Context: an optimization exercise on an open-source flow, tuned for small area, a short achievable clock period and few clock cycles per item. The choices shown serve that exercise and are no tape-out recipe.
In this exercise RTL edits were held to simulation tests only and were not proved equivalent to the original.
Power and IR drop assume default switching activity.

Setup of rev 12:
==> flow/design.v (excerpt) <==
module md5Hasher (
	input logic clk,
	input logic rst,
	input logic psel,
	input logic penable,
	input logic pwrite,
	input md5Pkg::apbAddr paddr,
	input md5Pkg::md5Word pwdata,
	output md5Pkg::md5Word prdata,
	output logic pready,
	output logic pslverr
);
Size in the first run: ~3100 cells after synthesis, ~30000 sq um of cells after synthesis.
Settings: LEC_CHECK=0, CAP_MARGIN=20, CORE_MARGIN=2, CORE_UTILIZATION=60, CTS_CLUSTER_DIAMETER=120, CTS_CLUSTER_SIZE=22, PLACE_DENSITY=0.7, SETUP_SLACK_MARGIN=4, SLEW_MARGIN=20; clock period 10.0 ns.
run.sh (not shown) runs the stock make flow with config.mk's settings and CLKGATE_MAP_FILE= SYNTH_SCRIPT=/design/flow/synth_recipe.tcl, a recipe that flattens the netlist after the stock synthesis.
Rev 12 | status: complete | timing, DRC, antenna: pass
Testbench counts of rev 12, summed over its fixed seeds: cycles 30,800, items 384.
Input changes introduced in rev 13 (baseline for comparison: rev 12):
-- flow/design.v --
<<< rev 12, line 117
	output logic isLoad,
	output logic isStep,
	output logic [3:0] roundSel,
	output logic [1:0] rotCoarse,
	output logic [1:0] rotFine
>>> rev 13, line 117
	output logic isLoad,
	output logic isStep,
	output logic [1:0] rotCoarse,
	output logic [1:0] rotFine
<<< rev 12, line 166
		isLoad <= start && !rst;
		isStep <= busy && !rst && !cyc[6];
		roundSel <= 4'b0001 << cyc[5:4];
		rotCoarse <= cyc[1:0];
		rotFine <= fine;
>>> rev 13, line 165
		isLoad <= start && !rst;
		isStep <= busy && !rst && !cyc[6];
		rotCoarse <= cyc[1:0];
		rotFine <= fine;
<<< rev 12, line 253
	input logic isLoad,
	input logic isStep,
	input logic [3:0] roundSel,
	input logic [1:0] rotCoarse,
	input logic [1:0] rotFine,
>>> rev 13, line 251
	input logic isLoad,
	input logic isStep,
	input logic [1:0] rotCoarse,
	input logic [1:0] rotFine,
<<< rev 12, line 266
	md5Pkg::md5Word dReg;
	md5Pkg::md5Word pReg;
	md5Pkg::md5Word funcVal;
	md5Pkg::md5Word stepSum;
>>> rev 13, line 263
	md5Pkg::md5Word dReg;
	md5Pkg::md5Word pReg;
	md5Pkg::md5Word xReg;
	md5Pkg::md5Word yReg;
	md5Pkg::md5Word xNext;
	md5Pkg::md5Word yNext;
	md5Pkg::md5Word funcVal;
	md5Pkg::md5Word stepSum;
<<< rev 12, line 274
	md5Pkg::md5Word dOp;
	md5Pkg::md5Word nextP;
	assign funcVal = ({32{roundSel[0]}} & ((bReg & cReg) | (~bReg & dReg)))
		| ({32{roundSel[1]}} & ((bReg & dReg) | (cReg & ~dReg)))
		| ({32{roundSel[2]}} & (bReg ^ cReg ^ dReg))
		| ({32{roundSel[3]}} & (cReg ^ (bReg | ~dReg)));
	assign stepSum = funcVal + pReg;
	always_comb begin
>>> rev 13, line 275
	md5Pkg::md5Word dOp;
	md5Pkg::md5Word nextP;
	always_comb begin
		case (cyc[5:4])
			2'd0: begin
				xNext = bReg;
				yNext = cReg;
			end
			2'd1: begin
				xNext = bReg | cReg;
				yNext = bReg & ~cReg;
			end
			2'd2: begin
				xNext = ~(bReg ^ cReg);
				yNext = bReg ^ cReg;
			end
			default: begin
				xNext = ~bReg;
				yNext = ~(bReg ^ cReg);
			end
		endcase
	end
	always_ff @(posedge clk) begin
		if (isLoad) begin
			xReg <= md5Pkg::initC;
			yReg <= md5Pkg::initD;
		end else begin
			xReg <= xNext;
			yReg <= yNext;
		end
	end
	assign funcVal = (bReg & xReg) | (~bReg & yReg);
	assign stepSum = funcVal + pReg;
	always_comb begin
<<< rev 12, line 444
	logic isLoad;
	logic isStep;
	logic [3:0] roundSel;
	logic [1:0] rotCoarse;
	logic [1:0] rotFine;
>>> rev 13, line 471
	logic isLoad;
	logic isStep;
	logic [1:0] rotCoarse;
	logic [1:0] rotFine;
<<< rev 12, line 481
		.isLoad(isLoad),
		.isStep(isStep),
		.roundSel(roundSel),
		.rotCoarse(rotCoarse),
		.rotFine(rotFine)
>>> rev 13, line 507
		.isLoad(isLoad),
		.isStep(isStep),
		.rotCoarse(rotCoarse),
		.rotFine(rotFine)
<<< rev 12, line 502
		.isLoad(isLoad),
		.isStep(isStep),
		.roundSel(roundSel),
		.rotCoarse(rotCoarse),
		.rotFine(rotFine),
>>> rev 13, line 527
		.isLoad(isLoad),
		.isStep(isStep),
		.rotCoarse(rotCoarse),
		.rotFine(rotFine),
### Flow results
Worst supply voltage drop on vdd: higher on rev 12
Rev 13 and rev 12 ended up with nearly the same met1 usage in global routing.
Ff count | rev 13 vs rev 12 | rev 13 higher
Cell area ended up 2100 sq um higher on rev 13 than on rev 12.
Summary of rev 13 over rev 12: synthesized area went up; global-route usage went down; count of clock-buffer cells in the layout went up; routed metal-1 wirelength went up; die area went up.
Rev 13: well-tap cell count about 5% above rev 12
Rev 12 consumes less power than rev 13.
Rev 13 ended with less headroom to the max-slew limit than rev 12.
Setup slack was higher in rev 13 than in rev 12.
Testbench counts of rev 13, summed over its fixed seeds: cycles 30,800, items 384.

[re-timing with driven ports]
Ports are ideal in the flow. The routed layouts listed here were re-timed in OpenROAD.
Step 1 sets driving cells, clkbuf_16 on the clock port and buf_2 on the other inputs (assumed; they add their load-dependent delay and slew).
Step 2 moves the port delays by t, midway between the first and last clock arrival at a register: inputs arrive t later, outputs are due t later. That takes back most of the time a late clock gives input paths.
Three values: ideal ports, drivers, drivers and shift; two values: the first two.
run | t, ns | setup WS [ns] | slew at the worst register clock pin (ns) | pins driven straight from the clock port
rev 12 | 0.659 | 2.910 / 2.910 / 2.910 | 0.11 / 0.11 | 1
rev 13 | 0.669 | 3.941 / 3.941 / 3.941 | 0.11 / 0.11 | 1
After both steps setup and hold are still met in every run listed.
